Source: an optimization exercise on an open RTL-to-GDS flow (aim: small area, a short achievable clock period and few clock cycles). Production flows keep margins and buffers that such runs may drop.
Function was not checked in any run shown here: the RTL went through the layout flow alone.
Power figures rest on the tool's default switching activity, not on a simulated workload.

--- flow/flow/run.sh ---
#!/bin/bash
# Standard ORFS layout; timing repair aims for 3.6 ns of the 12 ns period
# (setup margin 8.4 ns). The SDC and the clock period are unchanged.
set -euo pipefail
bash standard.sh SETUP_SLACK_MARGIN=8.4 finish > orfs_make.log 2>&1
--- flow/standard.sh ---
#!/bin/bash
# synth_recipe.tcl (not shown) runs the flow's synth.tcl, then flattens the netlist and writes it again
# the make line also repeats each setting of config.mk as NAME=value (left out here)
make -C /OpenROAD-flow-scripts/flow DESIGN_CONFIG=/design/flow/config.mk WORK_HOME=/design/flow/orfs CLKGATE_MAP_FILE= SYNTH_SCRIPT=/design/flow/synth_recipe.tcl "${@:-finish}"
--- flow/constraint.sdc ---
create_clock -name core_clock -period 12.0 [get_ports {clk}]
set_input_delay 2.4000 -clock core_clock [delete_from_list [all_inputs] [get_ports {clk}]]
set_output_delay 2.4000 -clock core_clock [all_outputs]
set_load 0.01 [all_outputs]
--- flow/config.mk ---
export PLATFORM = sky130hd
export DESIGN_NAME = laser_line_row_center_core
export DESIGN_NICKNAME = laser_line_row_center_core
export VERILOG_FILES = /design/flow/design.v
export SDC_FILE = /design/flow/constraint.sdc
export NUM_CORES = 4
export LEC_CHECK = 0
export ABC_CLOCK_PERIOD_IN_PS = 3000
export CAP_MARGIN = 20
export CORE_MARGIN = 2
export CORE_UTILIZATION = 35
export SLEW_MARGIN = 60
--- flow/design.v ---
package llrc_pkg;
  localparam int PIX_W      = 8;
  localparam int COL_W      = 12;
  localparam int IDX_W      = 11;
  localparam int ROW_W      = 12;
  localparam int LEN_W      = 7;
  localparam int CFG_W      = 12;
  localparam int CFG_IDX_W  = 1;
  localparam int MAX_WIDTH        = 2048;
  localparam int MAX_MODEL_LENGTH = 64;
  localparam int RING_DEPTH = MAX_MODEL_LENGTH + 1;
  localparam int RING_AW    = $clog2(RING_DEPTH);
  localparam int SUM_W      = $clog2(MAX_WIDTH * 255 + 1);
  localparam int RAM_W      = PIX_W + SUM_W;
  localparam int WIN_W      = 14;
  localparam int PROD_W     = LEN_W + PIX_W;
  localparam int RESP_W     = 16;
  localparam logic [CFG_IDX_W-1:0] REG_ROW_WIDTH    = 1'd0;
  localparam logic [CFG_IDX_W-1:0] REG_MODEL_LENGTH = 1'd1;
  localparam logic [CFG_W-1:0] ROW_WIDTH_RST    = 12'd640;
  localparam logic [LEN_W-1:0] MODEL_LENGTH_RST = 7'd8;
  typedef struct packed {
    logic              clear;      
    logic              active;     
    logic              resp_en;    
    logic [IDX_W-1:0]  resp_col;
    logic              tail_en;    
    logic [IDX_W-1:0]  tail_col;
    logic              last;
    logic [ROW_W-1:0]  row;
    logic [LEN_W-1:0]  len;
    logic [SUM_W-1:0]  prefix;
  } s1_t;
endpackage
import llrc_pkg::*;
module laser_line_row_center_core (
  input  logic                 clk,
  input  logic                 rst_n,
  input  logic                 in_valid,
  output logic                 in_ready,
  input  logic [PIX_W-1:0]     in_pixel,
  input  logic                 in_frame_start,
  output logic                 out_valid,
  input  logic                 out_ready,
  output logic [ROW_W-1:0]     out_row_index,
  output logic [IDX_W-1:0]     out_center_col,
  output logic                 out_found,
  input  logic                 cfg_we,
  input  logic [CFG_IDX_W-1:0] cfg_idx,
  input  logic [CFG_W-1:0]     cfg_data
);
  logic [11:0] w_arch;
  logic [6:0]  l_arch;
  logic [10:0] wm1;       
  logic [6:0]  len;       
  logic        act;       
  logic        lnz;       
  logic        l1;        
  logic [10:0] tcm1;      
  logic [11:0] w_in;      
  logic [6:0]  l_in;      
  always_comb begin
    if (cfg_data[11] && (cfg_data[10:0] != 11'd0)) w_in = 12'd2048;
    else if (cfg_data[11:1] == 11'd0)              w_in = 12'd2;
    else                                           w_in = cfg_data;
    l_in = (cfg_data[6] && (cfg_data[5:0] != 6'd0)) ? 7'd64 : cfg_data[6:0];
  end
  localparam logic [1:0] ST_RUN = 2'd0, ST_CLR = 2'd1, ST_ADD = 2'd2;
  logic        rst_q;     
  logic [1:0]  st;
  logic        pending;
  logic        owed;
  logic        rdy_r;
  logic        go_r;
  logic [6:0]  sel;       
  logic        a_v, a_fs;
  logic [7:0]  a_pix;
  logic [7:0]  pjr;       
  logic [10:0] c_r;
  logic        rfs_r;
  logic [511:0] sr;
  logic        b_pv, b_rst, b_resp, b_j0, b_last, b_rfs;
  logic [10:0] b_x;       
  logic [10:0] b_y;       
  logic [13:0] s_r;
  logic        d_pv, d_rst, d_resp, d_j0, d_last, d_rfs;
  logic signed [15:0] d_r;
  logic signed [15:0] mx_v, mn_v;
  logic [10:0] mx_c, mn_c, cd_r;
  logic        mx_s, mn_s;
  logic        e_ev, e_rfs;
  logic        o_v, o_found;
  logic [11:0] o_idx;
  logic [10:0] o_cen;
  logic [10:0] c_eff, c_nxt, c_new;
  logic        ge_r;      
  logic        a_last, a_ge, a_rm, a_rst, a_j0, a_rfs;
  logic [7:0]  rd;
  logic [10:0] pp0, pp1, pp2, pp3, pp4, pp5;
  logic        empty, apply, more;
  logic        s_clr;
  logic [7:0]  s_add, s_sub;
  always_comb begin
    c_eff  = a_fs ? 11'd0 : c_r;
    a_last = c_eff >= wm1;
    a_ge   = a_fs ? !lnz : ge_r;
    a_rm   = a_ge && lnz;
    a_rst  = (c_eff == 11'd0);
    a_j0   = (c_eff == {4'd0, len});
    a_rfs  = a_rst ? a_fs : rfs_r;
    rd     = 8'd0;
    for (int k = 0; k < 64; k++) begin
      if (sel[5:0] == 6'(k)) rd = rd | sr[8*k +: 8];
    end
    c_nxt  = a_last ? 11'd0 : c_eff + 11'd1;
    c_new  = a_v ? c_nxt : c_r;
    pp0 = len[0] ? {3'd0, pjr}       : 11'd0;
    pp1 = len[1] ? {2'd0, pjr, 1'b0} : 11'd0;
    pp2 = len[2] ? {1'd0, pjr, 2'b0} : 11'd0;
    pp3 = len[3] ? {3'd0, pjr}       : 11'd0;
    pp4 = len[4] ? {2'd0, pjr, 1'b0} : 11'd0;
    pp5 = len[5] ? {1'd0, pjr, 2'b0} : (len[6] ? {pjr, 3'b0} : 11'd0);
    empty  = !a_v && !b_pv && !d_pv && !e_ev;
    apply  = pending && empty && (st == ST_RUN);
    more   = (sel < {4'd0, c_r}) && (sel < len);
    s_clr   = a_v ? a_rst : (st == ST_CLR);
    s_add   = a_v ? (lnz ? a_pix : 8'd0) : (go_r ? pjr : 8'd0);
    s_sub   = (a_v && a_rm) ? pjr : 8'd0;
  end
  logic        zmaybe;
  logic        owed_nxt, pend_nxt;
  logic [1:0]  st_nxt;
  logic        pop;
  always_comb begin
    pop      = o_v && out_ready;
    zmaybe   = (a_v && a_last) ? (wm1 == 11'd1) : ({1'b0, c_r} + 12'd2 >= {1'b0, wm1});
    owed_nxt = (a_v && a_last) ? 1'b1 : (pop ? 1'b0 : owed);
    pend_nxt = cfg_we || (pending && !apply);
    case (st)
      ST_RUN:  st_nxt = apply ? ST_CLR : ST_RUN;
      ST_CLR:  st_nxt = ST_ADD;
      ST_ADD:  st_nxt = more ? ST_ADD : ST_RUN;
      default: st_nxt = ST_RUN;
    endcase
  end
  always_ff @(posedge clk) begin
    rst_q <= rst_n;
    if (!rst_n) begin
      w_arch  <= 12'd640;
      l_arch  <= 7'd8;
      pending <= 1'b0;
      rdy_r   <= 1'b0;
      o_v     <= 1'b0;
    end else begin
      if (cfg_we) begin
        if (cfg_idx == REG_ROW_WIDTH) w_arch <= w_in;
        else                          l_arch <= l_in;
      end
      pending <= pend_nxt;
      rdy_r   <= (st_nxt == ST_RUN) && !pend_nxt && !(owed_nxt && zmaybe);
      if (e_ev && rst_q)  o_v <= 1'b1;
      else if (out_ready) o_v <= 1'b0;
    end
  end
  always_ff @(posedge clk) begin
    if (!rst_q) begin
      wm1     <= 11'd639;
      len     <= 7'd8;
      act     <= 1'b1;
      lnz     <= 1'b1;
      l1      <= 1'b0;
      tcm1    <= 11'd631;
      st      <= ST_RUN;
      owed    <= 1'b0;
      go_r    <= 1'b0;
      sel     <= 7'd6;
      a_v     <= 1'b0;
      c_r     <= 11'd0;
      ge_r    <= 1'b0;
      b_pv    <= 1'b0;
      d_pv    <= 1'b0;
      e_ev    <= 1'b0;
      o_idx   <= 12'hfff;
    end else begin
      if (apply) begin
        wm1  <= w_arch[10:0] - 11'd1;
        len  <= l_arch;
        lnz  <= (l_arch != 7'd0);
        l1   <= (l_arch == 7'd1);
      end
      if (st == ST_CLR) begin
        tcm1 <= jd12[10:0];
        act  <= !jd12[11];
      end
      st      <= st_nxt;
      owed    <= owed_nxt;
      go_r    <= (st == ST_ADD) && more;
      case (st)
        ST_CLR:  sel <= 7'd0;
        ST_ADD:  sel <= more ? sel + 7'd1 : len - 7'd2;
        default: ;
      endcase
      a_v  <= in_valid && rdy_r;
      c_r  <= c_new;
      ge_r <= (c_new >= {4'd0, len});
      b_pv <= a_v;
      d_pv <= b_pv;
      e_ev <= d_pv && d_last;
      if (e_ev) o_idx <= e_rfs ? 12'd0 : o_idx + 12'd1;
    end
  end
  assign in_ready = rdy_r;
  always_ff @(posedge clk) begin
    a_pix <= in_pixel;
    a_fs  <= in_frame_start;
    if (a_v) begin
      rfs_r <= a_rfs;
      sr    <= {sr[503:0], a_pix};
    end
    if (st == ST_RUN) begin
      if (a_v) pjr <= l1 ? a_pix : rd;
    end else if (more) begin
      pjr <= rd;
    end
    s_r     <= (s_clr ? 14'd0 : s_r) + {6'd0, s_add} - {6'd0, s_sub};
    b_rst   <= a_rst;
    b_x     <= pp0 + pp1 + pp2;
    b_y     <= pp3 + pp4 + pp5;
    b_resp  <= act && a_ge;
    b_j0    <= a_j0;
    b_last  <= a_last;
    b_rfs   <= a_rfs;
  end
  always_ff @(posedge clk) begin
    d_r    <= $signed({5'd0, b_x}) + $signed({2'd0, b_y, 3'd0}) - $signed({2'b0, s_r});
    d_rst  <= b_rst;
    d_resp <= b_resp;
    d_j0   <= b_j0;
    d_last <= b_last;
    d_rfs  <= b_rfs;
  end
  logic [10:0] cd, jd;
  logic [11:0] jd12;
  logic        gt, lt;
  always_comb begin
    cd = d_rst ? 11'd0 : cd_r + 11'd1;
    jd12 = {1'b0, (st == ST_CLR) ? wm1 : cd} - {5'd0, len};
    jd   = jd12[10:0];
    gt = d_r > mx_v;
    lt = d_r < mn_v;
  end
  always_ff @(posedge clk) begin
    if (d_pv) begin
      cd_r <= cd;
      if (d_rst) begin
        mx_c <= '0; mn_c <= '0; mx_s <= 1'b0; mn_s <= 1'b0;
      end
      if (d_resp && d_j0) begin
        mx_v <= d_r;
        mn_v <= d_r;
      end else if (d_rst) begin
        mx_v <= '0;
        mn_v <= '0;
      end else if (d_resp) begin
        if (gt) begin
          mx_v <= d_r; mx_c <= jd; mx_s <= 1'b1;
        end
        if (lt) begin
          mn_v <= d_r; mn_c <= jd; mn_s <= 1'b1;
        end
      end
    end
    e_rfs <= d_rfs;
  end
  logic        t_mx, t_mn, e_found;
  logic [10:0] e_mxc, e_mnc;
  logic [11:0] e_sum;
  always_comb begin
    t_mx    = act && lnz && mx_v[15];
    t_mn    = act && lnz && !mn_v[15] && (mn_v != 16'sd0);
    e_mxc   = t_mx ? tcm1 : mx_c;
    e_mnc   = t_mn ? tcm1 : mn_c;
    e_found = act && (mx_s || t_mx) && (mn_s || t_mn);
    e_sum   = {1'b0, e_mxc} + {1'b0, e_mnc} + {11'd0, t_mx | t_mn};
  end
  always_ff @(posedge clk) begin
    if (e_ev) begin
      o_found <= e_found;
      o_cen   <= e_found ? e_sum[11:1] : 11'd0;
    end
  end
  assign out_valid      = o_v;
  assign out_row_index  = o_idx;
  assign out_center_col = o_cen;
  assign out_found      = o_found;
endmodule
==> run summary, run 1 <==
## Run status
- **run status** complete, no violations

## Critical path
- **WP buf/inv** 2
- **RR Startpoint** a_fs
- **Req. time, crit path** 12.52 ns
- **slack of the worst reg-to-reg path** 8.15 ns
- **path length in cells of the critical path** 14
- **critical path cell sequence** nor2_4 -> or4_4 -> and4bb_1 -> mux2i_1 -> buf_4 -> buf_4 -> and2_1 -> fa_1 -> ha_4 -> a21o_1 -> a31o_4 -> and4_4 -> o31a_1 -> xor2_1
- **CP Capture Type** flop
- **Reg2Reg Depth** 14
- **Worst path slowest cell** sky130_fd_sc_hd__fa_1
- **Critical Path Fanout Max** 10
- **Critical Path Max Stage Delay** 0.56 ns
- **Top cell by count, worst path** sky130_fd_sc_hd__buf_4
- **Setup crit start kind** flop
- **largest delay contributor family on the critical path** simple AND/OR/NAND/NOR gates
- **Arr. time, crit path** 4.38 ns
- **endpoint of the worst register-to-register path** s_r[12]
- **WS Path Type** reg2reg

## Timing
- **slew margin rel.** 57.6%
- **Fmax achieved** 260 MHz
- **largest clock skew in the final design** 0.0215 ns
- **count of pins over their slew limit** 0
- **setup repair after global routing missed its margin** true
- **accumulated negative setup slack** 0 ns
- **Setup violations, final** 0
- **final worst path period need** 3.85 ns
- **actual transition at the worst max-transition pin** 0.634 ns
- **share of the clock period used by the worst path** 32.1%
- **min setup slack post-route** 8.15 ns
- **final hold violation count** 0

## Finish
- **post-layout net count** 3,042
- **most common cell after layout, fill and taps aside** sky130_fd_sc_hd__edfxtp_1
- **Area growth syn-to-layout** 17.5%
- **area of the multi-input gates** 0.0123 mm^2
- **most frequent cells in the layout** sky130_fd_sc_hd__edfxtp_1 (600), sky130_fd_sc_hd__nand2_1 (211), sky130_fd_sc_hd__a22oi_1 (177), sky130_fd_sc_hd__inv_1 (158), sky130_fd_sc_hd__ha_1 (149)
- **area taken by flip-flops and latches** 0.0214 mm^2
- **share of layout cells above drive strength 1** 15.5%
- **Core Util, Final** 41.4%
- **Fill cells** 8,950

## Floorplan
- **Initial Util** 35.2%
- **total I/O pin count** 53
- **die height** 316 um
- **Core Footprint** 0.0964 mm^2
- **die outline area** 0.0996 mm^2
- **Rows** 114
- **x dimension of the die** 316 um

## Clocking
- **clock tree from TritonCTS** built
- **clk root buf** sky130_fd_sc_hd__clkbuf_16
- **clock latency on the worst-skew pair** 0.65 ns
- **clock transition at the registers of the reported paths** 0.06 ns
- **CTS Buffer Depth** 3
- **clk sinks** 765
- **number of levels the H-tree was split into** 3
- **TritonCTS buffer count** 79

## Place
- **PortBufs** 52
- **GPL Wtd Cong** 0.915
- **sum of net half-perimeters after detailed placement** 68.2 mm
- **Post-Place Worst Slack** 7.48 ns

## Synth
- **synthesized area per cell** 12.8 um^2
- **count of unique library cells instantiated by Yosys** 79
- **total of warnings raised by yosys** 1
- **FF+latch count, synth** 765
- **proportion of synthesized flip-flops having asynchronous set or reset** 0%
- **share of synthesized area occupied by flip-flops and latches** 62.8%
- **EDFF count, synth** 600
- **most frequently used flop master after synthesis** sky130_fd_sc_hd__edfxtp_1
- **synthesized netlist net count** 2,871
- **netlist area before placement** 0.0340 mm^2
- **cells after synthesis** 2,652

## Min path
- **type of the worst min-delay path** reg2reg
- **hold path cells** 0
- **endpoint of the worst hold path** e_rfs
- **Worst Min Path Start** d_rfs

## Global route
- **initial antenna violation count** 3
- **maximum number of pins on one net before global-route repair** 77
- **global-route wire length before repair** 145 mm
- **remaining global-route overflow** 0
- **GRT Util Overall** 19.6%
- **via count of the first global-routing pass** 22.1k

## Route
- **vias after detailed routing** 23.2k
- **DRC violations left** 0
- **wire length per cell** 23.9 um
- **Starting DRT DRC Count** 2,871
- **remaining number of nets flagged by the antenna check after routing** 0
- **Initial DRT Pass Iterations** 6
- **vias per cell** 5.58
- **Routed Wire Length** 99.6 mm

## Power
- **static power due to leakage** 14.0 nW
- **total power** 0.00645 W
- **Max rail drop VDD** 0.000109 V
- **PwrDens** 162 mW/mm^2

## Run
- **max_cap viols** 0

-- worst max path at each step --
stage	slack (ns)	from	to
6_report	8.15	a_fs	s_r[12]
5_1_grt	7.97	a_fs	s_r[12]
4_1_cts	8.14	a_fs	s_r[12]
3_5_place_dp	7.48	cfg_data[6]	w_arch[3]
3_3_place_gp	7.49	cfg_data[6]	w_arch[2]
2_1_floorplan	5.27	a_v	s_r[12]
-- sequential cells by signal, indices dropped and copies added, names as in the netlist, 12 cells and up --
signal  cells
sr        512
d_r        16
mn_v       16
mx_v       16
s_r        14
o_idx      12
-- Yosys cell counts, types with 34 or more instances --
| cell | count | area, um^2 |
|---|---|---|
| sky130_fd_sc_hd__edfxtp_1 | 600 | 18000 |
| sky130_fd_sc_hd__nand2_1 | 214 | 803 |
| sky130_fd_sc_hd__nor2_1 | 184 | 691 |
| sky130_fd_sc_hd__a22oi_1 | 178 | 1340 |
| sky130_fd_sc_hd__inv_1 | 171 | 642 |
| sky130_fd_sc_hd__dfxtp_1 | 165 | 3300 |
| sky130_fd_sc_hd__ha_1 | 158 | 1980 |
| sky130_fd_sc_hd__a21oi_1 | 79 | 395 |
| sky130_fd_sc_hd__xnor2_1 | 59 | 517 |
| sky130_fd_sc_hd__clkbuf_1 | 55 | 206 |
| sky130_fd_sc_hd__nand3_1 | 55 | 275 |
| sky130_fd_sc_hd__o21ai_0 | 52 | 260 |
| sky130_fd_sc_hd__nand4_1 | 50 | 313 |
| sky130_fd_sc_hd__nor2b_1 | 50 | 313 |
| sky130_fd_sc_hd__and2_1 | 47 | 294 |
| sky130_fd_sc_hd__mux2i_1 | 41 | 410 |
| sky130_fd_sc_hd__a221oi_1 | 40 | 350 |
| sky130_fd_sc_hd__a22o_1 | 38 | 333 |
| sky130_fd_sc_hd__xor2_1 | 36 | 315 |
| sky130_fd_sc_hd__fa_1 | 34 | 681 |
-- metal layers --
metal | GRT usage [%] | share of wire [%] | vias to the layer above
met4 | 7.70 | 4.0 | 4
met5 | 0.331 | 0.025 | -
met3 | 4.95 | 10 | 246
li1 | - | - | 10300
met2 | 30.1 | 44 | 1210
met1 | 26.7 | 41 | 11400
-- report_power, final --
part           internal, W  leakage (nW)  switching, W
sequential         0.00294          6.40      0.000101
clock              0.00137          1.26       0.00106
combinational     0.000461          6.34      0.000518
total              0.00477          14.0       0.00168
-- what timing repair did --
action / in CTS / in global routing
cloned: 1 / 1
gates resized for setup: 156 / 48
pin swaps: 17 / 20
hold buffers: 0 / 0
setup endpoints to repair: 59 / 32
setup buffers: 26 / 7
-- area by class of cell --
| class | instances | area share (%) |
|---|---|---|
| Antenna cell | 1 | 0.00627 |
| Clock buffer | 99 | 5.48 |
| Clock inverter | 46 | 0.934 |
| Inverter | 177 | 1.68 |
| Multi-Input combinational cell | 1639 | 30.8 |
| Sequential cell | 765 | 53.5 |
| Tap cell | 1276 | 4.00 |
| Timing Repair Buffer | 161 | 3.54 |
-- through the flow --
step | hold slack, ns | area (um^2) | cells
2_1_floorplan | 0.310 | 34100 | 2652
3_5_place_dp | 0.312 | 36900 | 3980
4_1_cts | 0.325 | 39600 | 4152
3_3_place_gp | 0.313 | 36400 | 3967
5_1_grt | 0.335 | 39900 | 4163
6_report | 0.323 | 39900 | 4164
-- cells by family after synthesis --
family | after synthesis | synth area share, %
flops | 765 | 62.8
buf+inv | 249 | 2.81
xor+xnor | 95 | 2.45
compound gates | 558 | 11.9
fa+ha+maj | 192 | 7.82
mux | 56 | 1.71
simple gates | 737 | 10.5
==> run 2: changes to the inputs <==
--- a/flow/config.mk
+++ b/flow/config.mk
@@ -10,3 +10,5 @@
 export CORE_MARGIN = 2
 export CORE_UTILIZATION = 35
+export CTS_CLUSTER_DIAMETER = 100
+export CTS_CLUSTER_SIZE = 30
 export SLEW_MARGIN = 60
==> run summary, run 2 <==
## Synth
- **count of unique library cells instantiated by Yosys** 79, unchanged
- **synthesized netlist net count** 2,871, unchanged
- **proportion of netlist area held by the largest area contributor** 53.0%, unchanged
- **cell taking the most area after synthesis** sky130_fd_sc_hd__edfxtp_1, unchanged
- **synthesized area per cell** 12.8 um^2, unchanged
- **share of synthesized area occupied by flip-flops and latches** 62.8%, unchanged
- **netlist area before placement** 0.0340 mm^2, unchanged
- **total of warnings raised by yosys** 1, unchanged
- **top cells by area, synth** sky130_fd_sc_hd__edfxtp_1 (53%), sky130_fd_sc_hd__dfxtp_1 (9.7%), sky130_fd_sc_hd__ha_1 (5.8%), sky130_fd_sc_hd__a22oi_1 (3.9%), sky130_fd_sc_hd__nand2_1 (2.4%), unchanged
- **most frequently used flop master after synthesis** sky130_fd_sc_hd__edfxtp_1, unchanged
- **FF+latch count, synth** 765, unchanged
- **EDFF count, synth** 600, unchanged
- **Synth top cells by count** sky130_fd_sc_hd__edfxtp_1 (600), sky130_fd_sc_hd__nand2_1 (214), sky130_fd_sc_hd__nor2_1 (184), sky130_fd_sc_hd__a22oi_1 (178), sky130_fd_sc_hd__inv_1 (171), unchanged
- **cells after synthesis** 2,652, unchanged
- **top-count cell post-synth** sky130_fd_sc_hd__edfxtp_1, unchanged
- **proportion of synthesized flip-flops having asynchronous set or reset** 0%, unchanged

## Route
- **Starting DRT DRC Count** 2,917, was 2,871
- **vias per cell** 5.58, about the same
- **Initial DRT Pass Iterations** 6, unchanged
- **remaining number of nets flagged by the antenna check after routing** 0, unchanged
- **Routed Wire Length** 98.5 mm, was 99.6 mm
- **DRC violations left** 0, unchanged
- **vias after detailed routing** 22.8k, was 23.2k
- **wire length per cell** 24.1 um, was 23.9 um

## Timing
- **Fmax achieved** 263 MHz, was 260 MHz
- **Setup violations, final** 0, unchanged
- **count of pins over their slew limit** 0, unchanged
- **actual transition at the worst max-transition pin** 0.648 ns, was 0.634 ns
- **Worst Hold Margin** 0.326 ns, was 0.323 ns
- **accumulated negative setup slack** 0 ns, unchanged
- **final worst path period need** 3.80 ns, was 3.85 ns
- **slew margin rel.** 56.8%, was 57.6%
- **share of the clock period used by the worst path** 31.7%, was 32.1%
- **final hold violation count** 0, unchanged
- **largest clock skew in the final design** 0.0604 ns, was 0.0215 ns
- **setup repair after global routing missed its margin** true, unchanged

## Finish
- **largest reg by FF count** sr, unchanged
- **most frequent cells in the layout** sky130_fd_sc_hd__edfxtp_1 (600), sky130_fd_sc_hd__nand2_1 (210), sky130_fd_sc_hd__a22oi_1 (177), sky130_fd_sc_hd__inv_1 (158), sky130_fd_sc_hd__ha_1 (149), was sky130_fd_sc_hd__edfxtp_1 (600), sky130_fd_sc_hd__nand2_1 (211), sky130_fd_sc_hd__a22oi_1 (177), sky130_fd_sc_hd__inv_1 (158), sky130_fd_sc_hd__ha_1 (149)
- **post-layout net count** 3,003, was 3,042
- **most common cell after layout, fill and taps aside** sky130_fd_sc_hd__edfxtp_1, unchanged
- **Core Util, Final** 39.9%, was 41.4%
- **share of layout cells above drive strength 1** 13.9%, was 15.5%
- **Area growth syn-to-layout** 13.3%, was 17.5%
- **max FFs per register** 512, unchanged

## Run
- **max_cap viols** 0, unchanged

## Floorplan
- **Rows** 114, unchanged
- **total I/O pin count** 53, unchanged
- **x dimension of the die** 316 um, unchanged
- **Core Footprint** 0.0964 mm^2, unchanged
- **Initial Util** 35.2%, unchanged
- **die outline area** 0.0996 mm^2, unchanged
- **die height** 316 um, unchanged

## Critical path
- **Req. time, crit path** 12.63 ns, was 12.52 ns
- **WS Path Type** reg2reg, unchanged
- **Arr. time, crit path** 4.44 ns, was 4.38 ns
- **CP Capture Type** flop, unchanged
- **Setup crit start kind** flop, unchanged
- **Critical Path Fanout Max** 6, was 10

## Global route
- **maximum number of pins on one net before global-route repair** 77, unchanged
- **global-route wire length before repair** 143 mm, was 145 mm
- **initial antenna violation count** 3, unchanged
- **via count of the first global-routing pass** 21.5k, was 22.1k
- **remaining global-route overflow** 0, unchanged
- **GRT Util Overall** 19.2%, was 19.6%

## Clocking
- **clock transition at the registers of the reported paths** 0.12 ns, was 0.06 ns
- **number of levels the H-tree was split into** 1, was 3
- **clk sinks** 765, unchanged
- **clk root buf** sky130_fd_sc_hd__clkbuf_16, unchanged
- **clock tree from TritonCTS** built, unchanged
- **clock latency on the worst-skew pair** 0.71 ns, was 0.65 ns
- **TritonCTS buffer count** 31, was 79
- **CTS Buffer Depth** 3, unchanged

## Place
- **GPL Wtd Cong** 0.915, unchanged
- **sum of net half-perimeters after detailed placement** 68.2 mm, unchanged
- **PortBufs** 52, unchanged

## Power
- **total power** 0.00537 W, was 0.00645 W
- **Max rail drop VDD** 0.000125 V, was 0.000109 V
- **static power due to leakage** 13.3 nW, was 14.0 nW
- **PwrDens** 140 mW/mm^2, was 162 mW/mm^2

## Run status
- **run status** complete, no violations, unchanged

## Min path
- **type of the worst min-delay path** reg2reg, unchanged

==> run 2: cell counts after synthesis <==
Identical to the previous run, type by type.
==> run 2: metrics by stage <==
stage / area [um^2] / worst slack (ns) / cells
finish: 38500 / 8.20 / 4086
global route: 38500 / 8.04 / 4085
CTS: 38100 / 8.19 / 4068
detailed placement: 36900 / 7.48 / 3980
global placement: 36400 / 7.49 / 3967
floorplan: 34100 / 5.27 / 2652
==> run 2: timing repair <==
action,in CTS,in global routing
endpoints found under the setup margin,59,43
gates resized for setup,172,51
hold buffers,0,0
setup buffers,29,12
gates cloned,1,1
pin swaps,22,23
==> run 2: path summary, 6_finish.rpt <==
path,startpoint,endpoint,slack [ns],cells past startpoint
worst min register to register,d_rfs,e_rfs,0.33,0
worst min-delay path,d_rfs,e_rfs,0.33,0
worst max register to register,a_fs,s_r[12],8.20,17
worst max-delay path,a_fs,s_r[12],8.20,17
==> run 2: area by class of cell <==
cell class              count  area [um^2]
diodes                      1         2.50
clock buffers              47          836
clock inverters            11          125
fillers                  9106        57900
inverters                 177          674
multi-input cells        1639        12300
flip-flops and latches    765        21400
well taps                1276         1600
repair buffers            170         1530
==> run 2: cell families (layout without fill, tap and decap cells) <==
group | after synthesis | in the layout | share of synthesized area [%]
AO/OA/AOI/OAI | 558 | 559 | 11.9
XOR/XNOR | 95 | 95 | 2.45
adder cells (fa/ha/maj) | 192 | 192 | 7.82
buffers and inverters | 249 | 405 | 2.81
flip-flops | 765 | 765 | 62.8
multiplexers | 56 | 56 | 1.71
other | 0 | 1 | 0
AND/OR/NAND/NOR | 737 | 737 | 10.5
==> run 2: critical path: stages (launching register included) <==
cell                       delay, ns
sky130_fd_sc_hd__dfxtp_4        0.44
sky130_fd_sc_hd__nor2_4         0.06
sky130_fd_sc_hd__or4_4          0.52
sky130_fd_sc_hd__and4bb_1       0.31
sky130_fd_sc_hd__mux2i_1        0.09
sky130_fd_sc_hd__buf_4          0.18
sky130_fd_sc_hd__and2_4         0.14
sky130_fd_sc_hd__fa_1           0.51
sky130_fd_sc_hd__inv_2          0.04
sky130_fd_sc_hd__fa_2           0.34
sky130_fd_sc_hd__inv_2          0.06
sky130_fd_sc_hd__a21oi_2        0.04
sky130_fd_sc_hd__o21bai_1       0.19
sky130_fd_sc_hd__a21o_1         0.19
sky130_fd_sc_hd__a31o_4         0.16
sky130_fd_sc_hd__and4_4         0.23
sky130_fd_sc_hd__o31a_1         0.14
sky130_fd_sc_hd__xor2_1         0.14
==> run 2: per-layer routing <==
layer / GRT usage (%) / part of all wire, %
met1: 26.9 / 41
met3: 3.89 / 10
met4: 6.58 / 3.7
met2: 29.9 / 45
met5: 0.331 / 0.064
==> run 2: report_power, final <==
group / total [W] / internal, W / switching (W) / leakage (nW)
combinational: 0.000988 / 0.000465 / 0.000523 / 6.42
clock: 0.00135 / 0.000506 / 0.000846 / 0.455
sequential: 0.00303 / 0.00293 / 0.000101 / 6.40
total: 0.00537 / 0.00390 / 0.00147 / 13.3
==> run 3: changes to the inputs <==
--- a/flow/design.v
+++ b/flow/design.v
@@ -95,4 +95,5 @@
   logic [10:0] c_eff, c_nxt, c_new;
   logic        ge_r;      
+  logic        z_r;       
   logic        a_last, a_ge, a_rm, a_rst, a_j0, a_rfs;
   logic [7:0]  rd;
@@ -106,5 +107,5 @@
     a_ge   = a_fs ? !lnz : ge_r;
     a_rm   = a_ge && lnz;
-    a_rst  = (c_eff == 11'd0);
+    a_rst  = a_fs || z_r;
     a_j0   = (c_eff == {4'd0, len});
     a_rfs  = a_rst ? a_fs : rfs_r;
@@ -178,4 +179,5 @@
       c_r     <= 11'd0;
       ge_r    <= 1'b0;
+      z_r     <= 1'b1;
       b_pv    <= 1'b0;
       d_pv    <= 1'b0;
@@ -203,5 +205,9 @@
       a_v  <= in_valid && rdy_r;
       c_r  <= c_new;
-      ge_r <= (c_new >= {4'd0, len});
+      if (a_v) z_r <= a_last;
+      if (!a_v)        ge_r <= ({1'b0, c_r} >= {5'd0, len});
+      else if (a_last) ge_r <= !lnz;
+      else if (a_fs)   ge_r <= (len <= 7'd1);
+      else             ge_r <= ({1'b0, c_r} + 12'd1 >= {5'd0, len});
       b_pv <= a_v;
       d_pv <= b_pv;
--- a/flow/config.mk
+++ b/flow/config.mk
@@ -10,5 +10,3 @@
 export CORE_MARGIN = 2
 export CORE_UTILIZATION = 35
-export CTS_CLUSTER_DIAMETER = 100
-export CTS_CLUSTER_SIZE = 30
 export SLEW_MARGIN = 60
==> run summary, run 3 <==
## Finish
- **area of the multi-input gates** 0.0122 mm^2, was 0.0123 mm^2
- **most common cell after layout, fill and taps aside** sky130_fd_sc_hd__edfxtp_1, unchanged
- **area taken by flip-flops and latches** 0.0214 mm^2, unchanged
- **Area growth syn-to-layout** 17.3%, was 13.3%
- **largest reg by FF count** sr, unchanged
- **share of layout cells above drive strength 1** 13.8%, was 13.9%
- **post-layout net count** 3,055, was 3,003
- **max FFs per register** 512, unchanged
- **Fill cells** 8,884, was 9,106
- **most frequent cells in the layout** sky130_fd_sc_hd__edfxtp_1 (600), sky130_fd_sc_hd__nand2_1 (220), sky130_fd_sc_hd__inv_1 (178), sky130_fd_sc_hd__ha_1 (162), sky130_fd_sc_hd__a22oi_1 (147), was sky130_fd_sc_hd__edfxtp_1 (600), sky130_fd_sc_hd__nand2_1 (210), sky130_fd_sc_hd__a22oi_1 (177), sky130_fd_sc_hd__inv_1 (158), sky130_fd_sc_hd__ha_1 (149)

## Timing
- **accumulated negative setup slack** 0 ns, unchanged
- **slew margin rel.** 56.7%, was 56.8%
- **Setup violations, final** 0, unchanged
- **final worst path period need** 3.55 ns, was 3.80 ns
- **actual transition at the worst max-transition pin** 0.648 ns, about the same
- **Fmax achieved** 282 MHz, was 263 MHz
- **final hold violation count** 0, unchanged
- **count of pins over their slew limit** 0, unchanged
- **setup repair after global routing missed its margin** false, was true
- **largest clock skew in the final design** 0.0400 ns, was 0.0604 ns
- **share of the clock period used by the worst path** 29.6%, was 31.7%

## Clocking
- **clock latency on the worst-skew pair** 0.66 ns, was 0.71 ns
- **number of levels the H-tree was split into** 3, was 1
- **clock tree from TritonCTS** built, unchanged
- **clk root buf** sky130_fd_sc_hd__clkbuf_16, unchanged
- **CTS Buffer Depth** 3, unchanged
- **clk sinks** 766, was 765
- **TritonCTS buffer count** 79, was 31
- **clock transition at the registers of the reported paths** 0.06 ns, was 0.12 ns

## Synth
- **total of warnings raised by yosys** 1, unchanged
- **proportion of synthesized flip-flops having asynchronous set or reset** 0%, unchanged
- **most frequently used flop master after synthesis** sky130_fd_sc_hd__edfxtp_1, unchanged
- **netlist area before placement** 0.0341 mm^2, was 0.0340 mm^2
- **EDFF count, synth** 600, unchanged
- **cells after synthesis** 2,666, was 2,652
- **cell taking the most area after synthesis** sky130_fd_sc_hd__edfxtp_1, unchanged
- **proportion of netlist area held by the largest area contributor** 52.8%, was 53.0%
- **top-count cell post-synth** sky130_fd_sc_hd__edfxtp_1, unchanged
- **top cells by area, synth** sky130_fd_sc_hd__edfxtp_1 (53%), sky130_fd_sc_hd__dfxtp_1 (9.7%), sky130_fd_sc_hd__ha_1 (6.1%), sky130_fd_sc_hd__a22oi_1 (3.3%), sky130_fd_sc_hd__nand2_1 (2.4%), was sky130_fd_sc_hd__edfxtp_1 (53%), sky130_fd_sc_hd__dfxtp_1 (9.7%), sky130_fd_sc_hd__ha_1 (5.8%), sky130_fd_sc_hd__a22oi_1 (3.9%), sky130_fd_sc_hd__nand2_1 (2.4%)
- **count of unique library cells instantiated by Yosys** 73, was 79
- **synthesized netlist net count** 2,893, was 2,871
- **synthesized area per cell** 12.8 um^2, about the same
- **FF+latch count, synth** 766, was 765
- **Synth top cells by count** sky130_fd_sc_hd__edfxtp_1 (600), sky130_fd_sc_hd__nand2_1 (222), sky130_fd_sc_hd__inv_1 (181), sky130_fd_sc_hd__nor2_1 (167), was sky130_fd_sc_hd__edfxtp_1 (600), sky130_fd_sc_hd__nand2_1 (214), sky130_fd_sc_hd__nor2_1 (184), sky130_fd_sc_hd__a22oi_1 (178), sky130_fd_sc_hd__inv_1 (171)
- **share of synthesized area occupied by flip-flops and latches** 62.6%, was 62.8%

## Critical path
- **Req. time, crit path** 9.60 ns, was 12.63 ns
- **CP Capture Type** primary output, was flop
- **critical path cell sequence** buf_2, was nor2_4 -> or4_4 -> and4bb_1 -> mux2i_1 -> buf_4 -> and2_4 -> fa_1 -> inv_2 -> fa_2 -> inv_2 -> a21oi_2 -> o21bai_1 -> a21o_1 -> a31o_4 -> and4_4 -> o31a_1 -> xor2_1
- **Critical Path Fanout Max** 6, unchanged
- **Arr. time, crit path** 1.15 ns, was 4.44 ns
- **Worst path slowest cell** sky130_fd_sc_hd__dfxtp_4, was sky130_fd_sc_hd__or4_4
- **Setup crit start kind** flop, unchanged
- **largest delay contributor family on the critical path** flip-flops, was simple AND/OR/NAND/NOR gates
- **Critical Path Max Stage Delay** 0.37 ns, was 0.52 ns
- **WS Path Type** reg2out, was reg2reg
- **WP buf/inv** 1, was 3

## Floorplan
- **die height** 316 um, about the same
- **total I/O pin count** 53, unchanged
- **Initial Util** 35.3%, was 35.2%
- **die outline area** 0.0999 mm^2, was 0.0996 mm^2
- **Rows** 114, unchanged
- **Core Footprint** 0.0966 mm^2, was 0.0964 mm^2
- **x dimension of the die** 316 um, about the same

## Run
- **max_cap viols** 0, unchanged

## Route
- **wire length per cell** 24.0 um, was 24.1 um
- **remaining number of nets flagged by the antenna check after routing** 0, unchanged
- **Routed Wire Length** 100 mm, was 98.5 mm
- **vias per cell** 5.57, was 5.58
- **Initial DRT Pass Iterations** 7, was 6
- **DRC violations left** 0, unchanged
- **Starting DRT DRC Count** 2,929, was 2,917
- **vias after detailed routing** 23.2k, was 22.8k

## Power
- **total power** 0.00639 W, was 0.00537 W
- **PwrDens** 160 mW/mm^2, was 140 mW/mm^2
- **Max rail drop VDD** 0.000127 V, was 0.000125 V
- **static power due to leakage** 14.3 nW, was 13.3 nW

## Global route
- **via count of the first global-routing pass** 22.1k, was 21.5k
- **global-route wire length before repair** 145 mm, was 143 mm
- **maximum number of pins on one net before global-route repair** 81, was 77
- **remaining global-route overflow** 0, unchanged
- **initial antenna violation count** 4, was 3
- **GRT Util Overall** 19.6%, was 19.2%

## Min path
- **type of the worst min-delay path** reg2reg, unchanged

## Place
- **sum of net half-perimeters after detailed placement** 69.0 mm, was 68.2 mm
- **PortBufs** 52, unchanged
- **GPL Wtd Cong** 0.907, was 0.915

## Run status
- **run status** complete, no violations, unchanged

run 3: changes by cell type after synthesis, moves of 9 or more:
cell / previous run / this run
sky130_fd_sc_hd__a22o_1: 38 / 63
sky130_fd_sc_hd__a21o_1: 26 / 35
sky130_fd_sc_hd__a22oi_1: 178 / 150
sky130_fd_sc_hd__inv_1: 171 / 181
sky130_fd_sc_hd__and2_1: 47 / 29
sky130_fd_sc_hd__nor2_1: 184 / 167
sky130_fd_sc_hd__o21ai_0: 52 / 67
sky130_fd_sc_hd__mux2i_1: 41 / 31
sky130_fd_sc_hd__a221oi_1: 40 / 53
run 3: power by group:
group          switching [W]  internal, W  total [W]  leakage, nW
clock network        0.00109      0.00143    0.00252         1.30
registers          0.0000915      0.00294    0.00303         6.35
logic               0.000460     0.000384   0.000844         6.62
total                0.00164      0.00475    0.00639         14.3
run 3: stage by stage:
stage	cell area, um^2	utilization, %	instances	worst slack, ns	hold WS (ns)
after floorplan	34200	-	2666	5.33	0.310
final	40000	41.4	4172	8.45	0.304
after detailed placement	36900	38.3	3995	7.51	0.312
after CTS	39700	41.1	4162	8.40	0.295
after global placement	36600	37.9	3982	7.49	0.311
after global routing	40000	41.4	4170	8.38	0.314
run 3: kinds of logic after synthesis:
| family | Yosys count | synth area share, % |
|---|---|---|
| muxes | 43 | 1.31 |
| AOI/OAI and AO/OA | 580 | 12.3 |
| adders and majority gates | 200 | 8.09 |
| and+or+nand+nor | 715 | 10.1 |
| DFF | 766 | 62.6 |
| xor gates and xnor gates | 102 | 2.62 |
| buffers and inverters | 260 | 2.97 |
run 3: layout make-up:
type	count	area share (%)
tap	1276	3.99
multi-input combinational	1641	30.6
clock buffer	104	5.54
antenna	2	0.0125
sequential	766	53.5
clock inverter	43	1.13
timing repair buffer	157	3.49
inverter	183	1.72
run 3: worst paths after layout:
kind	depth (start not counted)	start	endpoint	slack, ns
worst max-delay path	1	o_idx[6]	out_row_index[6]	8.45
worst min-delay path	0	b_j0	d_j0	0.30
worst max register to register	19	mn_v[4]	o_cen[10]	8.52
worst min register to register	0	b_j0	d_j0	0.30
run 3: layer usage:
metal	global-route usage (%)	vias to the layer above	wire length, um
met3	4.49	261	10400
met1	26.8	11300	41400
met4	7.72	4	3850
li1	-	10400	-
met2	30.3	1264	44600
met5	0	-	28
run 3: what timing repair did:
| action | in CTS | in global routing |
|---|---|---|
| resized for setup | 133 | 37 |
| pin swaps | 9 | 12 |
| cloned | 1 | 1 |
| hold endpoints to repair | 0 | 0 |
| buffers inserted | 19 | 3 |
| hold buffers | 0 | 0 |
| setup endpoints to repair | 47 | 24 |
==> run 4: changes to the inputs <==
--- a/flow/config.mk
+++ b/flow/config.mk
@@ -9,4 +9,6 @@
 export CAP_MARGIN = 20
 export CORE_MARGIN = 2
-export CORE_UTILIZATION = 35
+export CORE_UTILIZATION = 55
+export CTS_CLUSTER_DIAMETER = 80
+export CTS_CLUSTER_SIZE = 24
 export SLEW_MARGIN = 60
==> run summary, run 4 <==
## Clocking
- **quantity of hold-fixing buffers added after cts** 0, unchanged
- **clk root buf** sky130_fd_sc_hd__clkbuf_16, unchanged
- **clock latency on the worst-skew pair** 0.63 ns, was 0.66 ns
- **clock transition at the registers of the reported paths** 0.09 ns, was 0.06 ns
- **clk sinks** 766, unchanged
- **TritonCTS buffer count** 41, was 79
- **CTS Buffer Depth** 3, unchanged
- **number of levels the H-tree was split into** 2, was 3
- **clock tree from TritonCTS** built, unchanged

## Floorplan
- **die outline area** 0.0640 mm^2, was 0.0999 mm^2
- **Initial Util** 55.4%, was 35.3%
- **die height** 253 um, was 316 um
- **x dimension of the die** 253 um, was 316 um
- **Core Footprint** 0.0615 mm^2, was 0.0966 mm^2
- **total I/O pin count** 53, unchanged
- **Rows** 91, was 114

## Timing
- **final hold violation count** 0, unchanged
- **Fmax achieved** 281 MHz, was 282 MHz
- **accumulated negative setup slack** 0 ns, unchanged
- **final worst path period need** 3.55 ns, about the same
- **Setup violations, final** 0, unchanged
- **largest clock skew in the final design** 0.0455 ns, was 0.0400 ns
- **slew margin rel.** 56.0%, was 56.7%
- **min setup slack post-route** 8.45 ns, about the same
- **count of pins over their slew limit** 0, unchanged
- **actual transition at the worst max-transition pin** 0.659 ns, was 0.648 ns
- **share of the clock period used by the worst path** 29.6%, about the same
- **setup repair after global routing missed its margin** true, was false

## Min path
- **type of the worst min-delay path** reg2reg, unchanged
- **hold path cells** 0, unchanged
- **Worst Min Path Start** b_j0, unchanged
- **endpoint of the worst hold path** d_j0, unchanged

## Global route
- **initial antenna violation count** 1, was 4
- **via count of the first global-routing pass** 22.4k, was 22.1k
- **remaining global-route overflow** 0, unchanged
- **GRT Util Overall** 31.4%, was 19.6%
- **global-route wire length before repair** 146 mm, was 145 mm
- **maximum number of pins on one net before global-route repair** 76, was 81

## Synth
- **total of warnings raised by yosys** 1, unchanged
- **proportion of netlist area held by the largest area contributor** 52.8%, unchanged
- **count of unique library cells instantiated by Yosys** 73, unchanged
- **share of synthesized area occupied by flip-flops and latches** 62.6%, unchanged
- **top-count cell post-synth** sky130_fd_sc_hd__edfxtp_1, unchanged
- **most frequently used flop master after synthesis** sky130_fd_sc_hd__edfxtp_1, unchanged
- **netlist area before placement** 0.0341 mm^2, unchanged
- **cell taking the most area after synthesis** sky130_fd_sc_hd__edfxtp_1, unchanged
- **Synth top cells by count** sky130_fd_sc_hd__edfxtp_1 (600), sky130_fd_sc_hd__nand2_1 (222), sky130_fd_sc_hd__inv_1 (181), sky130_fd_sc_hd__nor2_1 (167), unchanged
- **synthesized netlist net count** 2,893, unchanged
- **cells after synthesis** 2,666, unchanged
- **EDFF count, synth** 600, unchanged
- **synthesized area per cell** 12.8 um^2, unchanged
- **proportion of synthesized flip-flops having asynchronous set or reset** 0%, unchanged
- **FF+latch count, synth** 766, unchanged
- **top cells by area, synth** sky130_fd_sc_hd__edfxtp_1 (53%), sky130_fd_sc_hd__dfxtp_1 (9.7%), sky130_fd_sc_hd__ha_1 (6.1%), sky130_fd_sc_hd__a22oi_1 (3.3%), sky130_fd_sc_hd__nand2_1 (2.4%), unchanged

## Power
- **static power due to leakage** 13.6 nW, was 14.3 nW
- **Max rail drop VDD** 0.000121 V, was 0.000127 V
- **PwrDens** 143 mW/mm^2, was 160 mW/mm^2
- **total power** 0.00545 W, was 0.00639 W

## Critical path
- **CP Capture Type** primary output, unchanged
- **critical path cell sequence** clkdlybuf4s15_2, was buf_2
- **WP buf/inv** 1, unchanged
- **RR Startpoint** mn_v[14], was mn_v[4]
- **slack of the worst reg-to-reg path** 8.45 ns, was 8.52 ns
- **largest delay contributor family on the critical path** flip-flops, unchanged
- **Arr. time, crit path** 1.15 ns, about the same
- **Setup crit start kind** flop, unchanged
- **Req. time, crit path** 9.60 ns, about the same
- **Worst path slowest cell** sky130_fd_sc_hd__dfxtp_4, unchanged
- **Critical Path Max Stage Delay** 0.35 ns, was 0.37 ns
- **Critical Path Fanout Max** 2, was 6
- **WS Path Type** reg2out, unchanged
- **endpoint of the worst register-to-register path** o_cen[9], was o_cen[10]
- **Reg2Reg Depth** 18, was 19

## Finish
- **Core Util, Final** 62.1%, was 41.4%
- **largest reg by FF count** sr, unchanged
- **Fill cells** 4,718, was 8,884
- **share of layout cells above drive strength 1** 12.6%, was 13.8%
- **post-layout net count** 3,028, was 3,055
- **most common cell after layout, fill and taps aside** sky130_fd_sc_hd__edfxtp_1, unchanged
- **most frequent cells in the layout** sky130_fd_sc_hd__edfxtp_1 (600), sky130_fd_sc_hd__nand2_1 (220), sky130_fd_sc_hd__inv_1 (178), sky130_fd_sc_hd__ha_1 (163), sky130_fd_sc_hd__a22oi_1 (149), was sky130_fd_sc_hd__edfxtp_1 (600), sky130_fd_sc_hd__nand2_1 (220), sky130_fd_sc_hd__inv_1 (178), sky130_fd_sc_hd__ha_1 (162), sky130_fd_sc_hd__a22oi_1 (147)
- **Area growth syn-to-layout** 12.1%, was 17.3%
- **max FFs per register** 512, unchanged

## Route
- **DRC violations left** 0, unchanged
- **vias after detailed routing** 23.2k, about the same
- **vias per cell** 6.41, was 5.57
- **remaining number of nets flagged by the antenna check after routing** 0, unchanged
- **Starting DRT DRC Count** 2,956, was 2,929
- **Initial DRT Pass Iterations** 8, was 7
- **Routed Wire Length** 101 mm, was 100 mm
- **wire length per cell** 27.9 um, was 24.0 um

## Place
- **GPL Wtd Cong** 0.945, was 0.907
- **PortBufs** 52, unchanged
- **sum of net half-perimeters after detailed placement** 70.7 mm, was 69.0 mm
- **Post-Place Worst Slack** 7.49 ns, was 7.51 ns

## Run
- **max_cap viols** 0, unchanged

## Run status
- **run status** complete, no violations, unchanged

==> run 4: how the worst max path moves through the flow <==
stage / slack (ns) / cells past startpoint / endpoint / from
after CTS: 8.37 / 17 / o_cen[9] / mn_v[0]
after global routing: 8.29 / 18 / o_cen[9] / mn_v[14]
after floorplan: 5.33 / 17 / s_r[12] / a_v
after detailed placement: 7.49 / 7 / w_arch[5] / cfg_data[6]
final: 8.45 / 1 / out_row_index[6] / o_idx[6]
after global placement: 7.54 / 7 / w_arch[8] / cfg_data[6]
==> run 4: final cells by class <==
type / instances / area, um^2 / share of cell area (%)
clock buffers: 53 / 1100 / 2.88
flip-flops and latches: 766 / 21400 / 56.0
clock inverters: 16 / 191 / 0.501
inverters: 183 / 689 / 1.80
repair buffers: 168 / 1540 / 4.03
multi-input cells: 1641 / 12300 / 32.2
well taps: 790 / 988 / 2.59
diodes: 1 / 2.50 / 0.00655
==> run 4: logic make-up (layout without fill, tap and decap cells) <==
logic type,Yosys count,in the layout,synth area share [%]
buffers and inverters,260,420,2.97
XOR/XNOR,102,102,2.62
AND/OR/NAND/NOR,715,715,10.1
flip-flops,766,766,62.6
multiplexers,43,43,1.31
adder cells (fa/ha/maj),200,200,8.09
other,0,1,0
AO/OA/AOI/OAI,580,581,12.3
==> run 4: power by group <==
part           total (W)  switching, W  internal [W]
logic           0.000847      0.000465      0.000382
clock network    0.00158      0.000884      0.000695
registers        0.00303     0.0000902       0.00293
==> run 4: per-layer routing <==
| layer | global-route usage [%] | wire length, um |
|---|---|---|
| met1 | 39.9 | 38500 |
| met3 | 6.21 | 8760 |
| met4 | 15.5 | 5620 |
| met2 | 51.6 | 47900 |
| met5 | 0 | 13 |
==> run 4: what timing repair did <==
item / 4_1_cts / 5_1_grt
pin swaps: 10 / 20
buffers inserted: 20 / 17
setup endpoints to repair: 52 / 37
resized for setup: 129 / 41
cloned: 1 / 0
==> run 4: per-stage QoR <==
step                hold slack, ns  instances  instance area (um^2)
finish                       0.333       3618                 38200
global route                 0.340       3617                 38200
CTS                          0.334       3597                 37900
detailed placement           0.312       3507                 36500
global placement             0.312       3485                 35900
floorplan                    0.310       2666                 34200
==> run 5: changes to the inputs <==
--- a/flow/config.mk
+++ b/flow/config.mk
@@ -6,5 +6,4 @@
 export NUM_CORES = 4
 export LEC_CHECK = 0
-export ABC_CLOCK_PERIOD_IN_PS = 3000
 export CAP_MARGIN = 20
 export CORE_MARGIN = 2
@@ -12,3 +11,3 @@
 export CTS_CLUSTER_DIAMETER = 80
 export CTS_CLUSTER_SIZE = 24
-export SLEW_MARGIN = 60
+export SLEW_MARGIN = 20
==> run summary, run 5 <==
## Run status
- **run status** complete, no violations, unchanged

## Power
- **static power due to leakage** 13.4 nW, was 13.6 nW
- **net switching power of the design** 0.00145 W, was 0.00144 W
- **clock network power share** 29.6%, was 29.0%
- **Int Pwr** 0.00405 W, was 0.00401 W
- **Max rail drop VDD** 0.000133 V, was 0.000121 V
- **sequential share of power** 55.1%, was 55.5%
- **PwrDens** 146 mW/mm^2, was 143 mW/mm^2
- **switching power as a share of total power** 26.3%, was 26.4%
- **Gate power share** 15.3%, was 15.5%

## Timing
- **Fmax achieved** 277 MHz, was 281 MHz
- **share of the clock period used by the worst path** 30.1%, was 29.6%
- **final worst path period need** 3.61 ns, was 3.55 ns
- **final hold violation count** 0, unchanged
- **actual transition at the worst max-transition pin** 1.16 ns, was 0.659 ns
- **Setup violations, final** 0, unchanged
- **accumulated negative setup slack** 0 ns, unchanged
- **count of pins over their slew limit** 0, unchanged
- **setup repair after global routing missed its margin** true, unchanged
- **slew margin rel.** 22.8%, was 56.0%
- **min setup slack post-route** 8.39 ns, was 8.45 ns
- **largest clock skew in the final design** 0.0499 ns, was 0.0455 ns

## Clocking
- **clock latency on the worst-skew pair** 0.63 ns, about the same
- **clock tree from TritonCTS** built, unchanged
- **CTS Buffer Depth** 3, unchanged
- **TritonCTS buffer count** 42, was 41
- **clk root buf** sky130_fd_sc_hd__clkbuf_16, unchanged
- **number of levels the H-tree was split into** 2, unchanged
- **clock transition at the registers of the reported paths** 0.10 ns, was 0.09 ns
- **clk sinks** 766, unchanged

## Critical path
- **Arr. time, crit path** 3.94 ns, was 1.15 ns
- **Setup crit start kind** flop, unchanged
- **CP Capture Type** flop, was primary output
- **Critical Path Fanout Max** 14, was 2
- **slack of the worst reg-to-reg path** 8.39 ns, was 8.45 ns
- **WS Path Type** reg2reg, was reg2out
- **Req. time, crit path** 12.33 ns, was 9.60 ns
- **Reg2Reg Depth** 7, was 18

## Floorplan
- **die height** 253 um, unchanged
- **Initial Util** 55.4%, unchanged
- **total I/O pin count** 53, unchanged
- **x dimension of the die** 253 um, unchanged
- **Core Footprint** 0.0615 mm^2, unchanged
- **Rows** 91, unchanged
- **die outline area** 0.0640 mm^2, unchanged

## Route
- **Initial DRT Pass Iterations** 6, was 8
- **vias per cell** 6.42, was 6.41
- **Routed Wire Length** 100 mm, was 101 mm
- **vias after detailed routing** 23.0k, was 23.2k
- **remaining number of nets flagged by the antenna check after routing** 0, unchanged
- **wire length per cell** 27.9 um, about the same
- **Starting DRT DRC Count** 2,946, was 2,956
- **DRC violations left** 0, unchanged

## Synth
- **proportion of synthesized flip-flops having asynchronous set or reset** 0%, unchanged
- **EDFF count, synth** 600, unchanged
- **Synth top cells by count** sky130_fd_sc_hd__edfxtp_1 (600), sky130_fd_sc_hd__nand2_1 (222), sky130_fd_sc_hd__inv_1 (181), sky130_fd_sc_hd__nor2_1 (167), unchanged
- **top-count cell post-synth** sky130_fd_sc_hd__edfxtp_1, unchanged
- **share of synthesized area occupied by flip-flops and latches** 62.6%, unchanged
- **synthesized area per cell** 12.8 um^2, unchanged
- **total of warnings raised by yosys** 1, unchanged
- **cells after synthesis** 2,666, unchanged
- **synthesized netlist net count** 2,893, unchanged
- **most frequently used flop master after synthesis** sky130_fd_sc_hd__edfxtp_1, unchanged
- **FF+latch count, synth** 766, unchanged
- **cell taking the most area after synthesis** sky130_fd_sc_hd__edfxtp_1, unchanged
- **proportion of netlist area held by the largest area contributor** 52.8%, unchanged
- **netlist area before placement** 0.0341 mm^2, unchanged
- **count of unique library cells instantiated by Yosys** 73, unchanged
- **top cells by area, synth** sky130_fd_sc_hd__edfxtp_1 (53%), sky130_fd_sc_hd__dfxtp_1 (9.7%), sky130_fd_sc_hd__ha_1 (6.1%), sky130_fd_sc_hd__a22oi_1 (3.3%), sky130_fd_sc_hd__nand2_1 (2.4%), unchanged

## Place
- **DP Cell Count** 3,485, was 3,507
- **Cell Area, Placed** 0.0359 mm^2, was 0.0365 mm^2
- **sum of net half-perimeters after detailed placement** 68.3 mm, was 70.7 mm
- **Post-Place Worst Slack** 7.49 ns, about the same
- **PortBufs** 52, unchanged
- **GPL Wtd Cong** 0.945, unchanged

## Finish
- **Area growth syn-to-layout** 10.5%, was 12.1%
- **Final Instance Area** 0.0377 mm^2, was 0.0382 mm^2
- **largest reg by FF count** sr, unchanged
- **most frequent cells in the layout** sky130_fd_sc_hd__edfxtp_1 (600), sky130_fd_sc_hd__nand2_1 (220), sky130_fd_sc_hd__inv_1 (178), sky130_fd_sc_hd__ha_1 (163), was sky130_fd_sc_hd__edfxtp_1 (600), sky130_fd_sc_hd__nand2_1 (220), sky130_fd_sc_hd__inv_1 (178), sky130_fd_sc_hd__ha_1 (163), sky130_fd_sc_hd__a22oi_1 (149)
- **share of layout cells above drive strength 1** 10.6%, was 12.6%
- **max FFs per register** 512, unchanged
- **post-layout net count** 2,996, was 3,028
- **Final Non-Filler Cells** 3,585, was 3,618
- **most common cell after layout, fill and taps aside** sky130_fd_sc_hd__edfxtp_1, unchanged

## Global route
- **via count of the first global-routing pass** 22.0k, was 22.4k
- **maximum number of pins on one net before global-route repair** 97, was 76
- **initial antenna violation count** 2, was 1
- **remaining global-route overflow** 0, unchanged
- **GRT Util Overall** 31.3%, was 31.4%
- **global-route wire length before repair** 146 mm, about the same

## Min path
- **type of the worst min-delay path** reg2reg, unchanged
- **hold path cells** 0, unchanged

## Run
- **max_cap viols** 0, unchanged

[run 5: cell counts after synthesis]
Identical to the previous run, type by type.
[run 5: cells by family (layout without fill, tap and decap cells)]
kind of cell / count (synthesis) / count (layout) / share of synthesized area, %
flops: 766 / 766 / 62.6
compound gates: 580 / 581 / 12.3
xor+xnor: 102 / 102 / 2.62
simple gates: 715 / 715 / 10.1
buf+inv: 260 / 386 / 2.97
mux: 43 / 43 / 1.31
fa+ha+maj: 200 / 200 / 8.09
other cells: 0 / 2 / 0
[run 5: area by class of cell]
type                            instances  area, um^2
Sequential cell                       766       21400
Antenna cell                            2        5.00
Tap cell                              790         988
Inverter                              183         692
Clock buffer                           54        1140
Clock inverter                         14         185
Timing Repair Buffer                  135        1130
Fill cell                            4871       23800
Multi-Input combinational cell       1641       12200
[run 5: metal layers]
metal	part of all wire [%]	vias to the layer above	routed length [um]	track usage [%]
li1	-	10200	-	-
met1	38	11400	38500	40.3
met2	47	1130	47100	51.4
met3	8.9	284	8890	6.33
met4	5.5	4	5510	14.2
met5	0.024	-	24	0
[run 5: path summary, 6_finish.rpt]
check	start	end
max reg2reg	sel[3]	pjr[1]
min	b_j0	d_j0
max	sel[3]	pjr[1]
min reg2reg	b_j0	d_j0
[run 5: power by group through the flow]
stage	combinational, W	clock (W)	sequential, W
2_1_floorplan	0.000648	0	0.00305
3_3_place_gp	0.000801	0	0.00309
3_5_place_dp	0.000821	0	0.00309
4_1_cts	0.000833	0.00166	0.00303
5_1_grt	0.000949	0.00174	0.00304
6_report	0.000839	0.00163	0.00303
[run 5: critical path, stage by stage, from the launching register on]
cell and delay, ns:
sky130_fd_sc_hd__dfxtp_1 0.79, sky130_fd_sc_hd__and2_1 0.38, sky130_fd_sc_hd__nand2_1 0.36, sky130_fd_sc_hd__nor2_2 0.87, sky130_fd_sc_hd__a221oi_1 0.23, sky130_fd_sc_hd__nand4_1 0.15, sky130_fd_sc_hd__nor3_1 0.07, sky130_fd_sc_hd__a21oi_1 0.48
[run 5: timing repair]
action | 4_1_cts | 5_1_grt
hold buffers | 0 | 0
setup buffers | 12 | 17
gates resized for setup | 156 | 36
cloned | 1 | 0
pin swaps | 8 | 14
endpoints found under the setup margin | 159 | 47
[run 5: metrics by stage]
step	power [W]	utilization (%)	hold slack (ns)
2_1_floorplan	0.00370	-	0.310
3_3_place_gp	0.00389	58.4	0.312
3_5_place_dp	0.00391	58.4	0.312
4_1_cts	0.00552	60.9	0.313
5_1_grt	0.00572	61.3	0.318
6_report	0.00549	61.3	0.314
==> run 6: changes to the inputs <==
--- a/flow/design.v
+++ b/flow/design.v
@@ -248,5 +248,6 @@
   logic [10:0] cd, jd;
   logic [11:0] jd12;
-  logic        gt, lt;
+  logic        gt, lt, d_pos;
+  logic        mn_pos;    
   always_comb begin
     cd = d_rst ? 11'd0 : cd_r + 11'd1;
@@ -255,4 +256,5 @@
     gt = d_r > mx_v;
     lt = d_r < mn_v;
+    d_pos = !d_r[15] && (d_r != 16'sd0);
   end
   always_ff @(posedge clk) begin
@@ -265,7 +267,9 @@
         mx_v <= d_r;
         mn_v <= d_r;
+        mn_pos <= d_pos;
       end else if (d_rst) begin
         mx_v <= '0;
         mn_v <= '0;
+        mn_pos <= 1'b0;
       end else if (d_resp) begin
         if (gt) begin
@@ -273,5 +277,5 @@
         end
         if (lt) begin
-          mn_v <= d_r; mn_c <= jd; mn_s <= 1'b1;
+          mn_v <= d_r; mn_c <= jd; mn_s <= 1'b1; mn_pos <= d_pos;
         end
       end
@@ -284,5 +288,5 @@
   always_comb begin
     t_mx    = act && lnz && mx_v[15];
-    t_mn    = act && lnz && !mn_v[15] && (mn_v != 16'sd0);
+    t_mn    = act && lnz && mn_pos;
     e_mxc   = t_mx ? tcm1 : mx_c;
     e_mnc   = t_mn ? tcm1 : mn_c;
--- a/flow/config.mk
+++ b/flow/config.mk
@@ -11,3 +11,3 @@
 export CTS_CLUSTER_DIAMETER = 80
 export CTS_CLUSTER_SIZE = 24
-export SLEW_MARGIN = 20
+export SLEW_MARGIN = 60
==> run summary, run 6 <==
## Route
- **vias after detailed routing** 23.9k, was 23.0k
- **Routed Wire Length** 103 mm, was 100 mm
- **Starting DRT DRC Count** 2,721, was 2,946
- **wire length per cell** 27.9 um, about the same

## Critical path
- **CP Capture Type** primary output, was flop
- **Reg2Reg Depth** 9, was 7
- **Arr. time, crit path** 1.23 ns, was 3.94 ns
- **endpoint of the worst register-to-register path** pjr[0], was pjr[1]
- **Setup crit start kind** flop, unchanged
- **WS Path Type** reg2out, was reg2reg
- **WP buf/inv** 1, was 0
- **Req. time, crit path** 9.60 ns, was 12.33 ns

## Timing
- **final worst path period need** 3.63 ns, was 3.61 ns
- **actual transition at the worst max-transition pin** 0.683 ns, was 1.16 ns
- **share of the clock period used by the worst path** 30.3%, was 30.1%
- **accumulated negative setup slack** 0 ns, unchanged
- **slew margin rel.** 54.4%, was 22.8%
- **largest clock skew in the final design** 0.0406 ns, was 0.0499 ns
- **setup repair after global routing missed its margin** true, unchanged

## Clocking
- **clock latency on the worst-skew pair** 0.64 ns, was 0.63 ns
- **clk root buf** sky130_fd_sc_hd__clkbuf_16, unchanged
- **CTS Buffer Depth** 3, unchanged

## Finish
- **most common cell after layout, fill and taps aside** sky130_fd_sc_hd__edfxtp_1, unchanged
- **max FFs per register** 512, unchanged
- **Fill cells** 4,892, was 4,871
- **most frequent cells in the layout** sky130_fd_sc_hd__edfxtp_1 (601), sky130_fd_sc_hd__a22oi_1 (224), sky130_fd_sc_hd__nand2_1 (215), sky130_fd_sc_hd__inv_1 (168), sky130_fd_sc_hd__ha_1 (160), was sky130_fd_sc_hd__edfxtp_1 (600), sky130_fd_sc_hd__nand2_1 (220), sky130_fd_sc_hd__inv_1 (178), sky130_fd_sc_hd__ha_1 (163)
- **share of layout cells above drive strength 1** 12.5%, was 10.6%

## Run status
- **run status** complete, no violations, unchanged

## Place
- **sum of net half-perimeters after detailed placement** 72.1 mm, was 68.3 mm
- **PortBufs** 52, unchanged

## Synth
- **synthesized netlist net count** 2,958, was 2,893
- **total of warnings raised by yosys** 1, unchanged
- **proportion of netlist area held by the largest area contributor** 52.3%, was 52.8%
- **FF+latch count, synth** 767, was 766
- **synthesized area per cell** 12.6 um^2, was 12.8 um^2
- **most frequently used flop master after synthesis** sky130_fd_sc_hd__edfxtp_1, unchanged
- **top cells by area, synth** sky130_fd_sc_hd__edfxtp_1 (52%), sky130_fd_sc_hd__dfxtp_1 (9.6%), sky130_fd_sc_hd__ha_1 (6.0%), sky130_fd_sc_hd__a22oi_1 (4.9%), sky130_fd_sc_hd__nand2_1 (2.3%), was sky130_fd_sc_hd__edfxtp_1 (53%), sky130_fd_sc_hd__dfxtp_1 (9.7%), sky130_fd_sc_hd__ha_1 (6.1%), sky130_fd_sc_hd__a22oi_1 (3.3%), sky130_fd_sc_hd__nand2_1 (2.4%)
- **cell taking the most area after synthesis** sky130_fd_sc_hd__edfxtp_1, unchanged
- **netlist area before placement** 0.0345 mm^2, was 0.0341 mm^2

## Global route
- **maximum number of pins on one net before global-route repair** 83, was 97
- **met2 layer usage reported by global route** 51.9%, was 51.4%
- **initial antenna violation count** 1, was 2
- **remaining global-route overflow** 0, unchanged
- **global-route met3 utilization** 4.92%, was 6.33%
- **via count of the first global-routing pass** 22.6k, was 22.0k

## Power
- **static power due to leakage** 13.6 nW, was 13.4 nW

## Run
- **max_cap viols** 0, unchanged

## Floorplan
- **Initial Util** 55.8%, was 55.4%

## Min path
- **hold path cells** 0, unchanged

-- run 6: changes by cell type after synthesis, moves of 12 or more --
cell,change
sky130_fd_sc_hd__o21ai_0,+13
sky130_fd_sc_hd__a21o_1,-15
sky130_fd_sc_hd__a22oi_1,+75
sky130_fd_sc_hd__a21oi_1,+18
sky130_fd_sc_hd__a221oi_1,-39
sky130_fd_sc_hd__a22o_1,-48
sky130_fd_sc_hd__mux2_2,+12
sky130_fd_sc_hd__nor2_1,+15
sky130_fd_sc_hd__xor2_1,-12
-- run 6: where the power goes --
| group | leakage (nW) | switching [W] | total [W] | internal (W) |
|---|---|---|---|---|
| combinational | 6.51 | 0.000521 | 0.000961 | 0.000440 |
| sequential | 6.42 | 0.000103 | 0.00304 | 0.00294 |
| clock | 0.650 | 0.000921 | 0.00163 | 0.000706 |
-- run 6: routing by layer --
layer | share of wire, % | wire (um)
met3 | 8.7 | 9000
met1 | 38 | 39500
met5 | 0 | 0
met2 | 47 | 48600
met4 | 6.1 | 6350
-- run 6: what timing repair did --
| action | CTS | global route |
|---|---|---|
| gates cloned | 1 | 1 |
| gates resized for setup | 128 | 32 |
| endpoints found under the setup margin | 47 | 31 |
| buffers inserted | 12 | 8 |
| endpoints found under the hold margin | 0 | 0 |
| pin swaps | 5 | 9 |
-- run 6: how the worst max path moves through the flow --
stage          slack, ns                 to  cells after the start         from
6_report            8.37  out_center_col[5]                      1     o_cen[5]
5_1_grt             8.34  out_center_col[5]                      1     o_cen[5]
4_1_cts             8.28   out_row_index[6]                      1     o_idx[6]
3_5_place_dp        7.48         w_arch[10]                      7  cfg_data[6]
3_3_place_gp        7.50          w_arch[5]                      7  cfg_data[6]
2_1_floorplan       5.26            s_r[12]                     15          a_v
-- run 6: logic make-up (layout without fill, tap and decap cells) --
logic type / after synthesis / in the layout / share of synthesized area, %
flops: 767 / 767 / 61.9
simple gates: 761 / 761 / 11.0
compound gates: 601 / 602 / 12.0
buf+inv: 254 / 395 / 3.01
fa+ha+maj: 200 / 200 / 7.99
xor+xnor: 93 / 93 / 2.36
mux: 55 / 55 / 1.68
-- run 6: cell type report --
cell class | instances | share of cell area [%]
Clock buffer | 55 | 2.96
Sequential cell | 767 | 55.6
Inverter | 171 | 1.67
Tap cell | 837 | 2.72
Clock inverter | 16 | 0.549
Multi-Input combinational cell | 1711 | 33.0
Timing Repair Buffer | 153 | 3.55
-- run 6: through the flow --
step                utilization, %  hold WS (ns)  std cells  cell area, um^2  total power, W
floorplan                        -         0.310       2731            34700         0.00379
global placement              58.7         0.314       3598            36400         0.00401
detailed placement            59.5         0.313       3613            36900         0.00405
CTS                           61.8         0.333       3697            38300         0.00565
global route                  62.2         0.343       3710            38500         0.00586
finish                        62.2         0.331       3710            38500         0.00563

## afterwards: timing with drivers on the ports
Ports are ideal in the flow. The routed layouts listed here were re-timed in OpenROAD.
Step 1, drivers: a clkbuf_16 drives clk and a buf_2 each remaining input, both assumed.
Step 2 times the ports against the registers' clock, not the clock port: input delays grow and output delays shrink by t, the midpoint of the rising clock arrivals with the driver on.
a / b / c = ideal / step 1 / step 2; a / b = the first two.
| run | t (ns) | setup WS [ns] | hold WS [ns] | worst slew at a driven data input, ns | pins driven straight from the clock port |
|---|---|---|---|---|---|
| run 1 | 0.704 | 8.149 / 8.149 / 7.847 | 0.323 / 0.323 / 0.323 | 0.06 | 1 |
| run 2 | 0.745 | 8.199 / 8.199 / 7.814 | 0.326 / 0.326 / 0.326 | 0.06 | 1 |
| run 3 | 0.705 | 8.451 / 8.384 / 7.858 | 0.304 / 0.304 / 0.304 | 0.05 | 1 |
| run 4 | 0.673 | 8.446 / 8.377 / 7.885 | 0.333 / 0.333 / 0.333 | 0.06 | 1 |
| run 5 | 0.664 | 8.387 / 8.387 / 7.832 | 0.314 / 0.314 / 0.314 | 0.06 | 1 |
| run 6 | 0.690 | 8.370 / 8.306 / 7.867 | 0.331 / 0.331 / 0.331 | 0.12 | 1 |
After both steps every run listed still meets setup and hold. The setup slack of run 3, which loses most, moves by -0.067 ns with the drivers and by -0.593 ns with both steps.
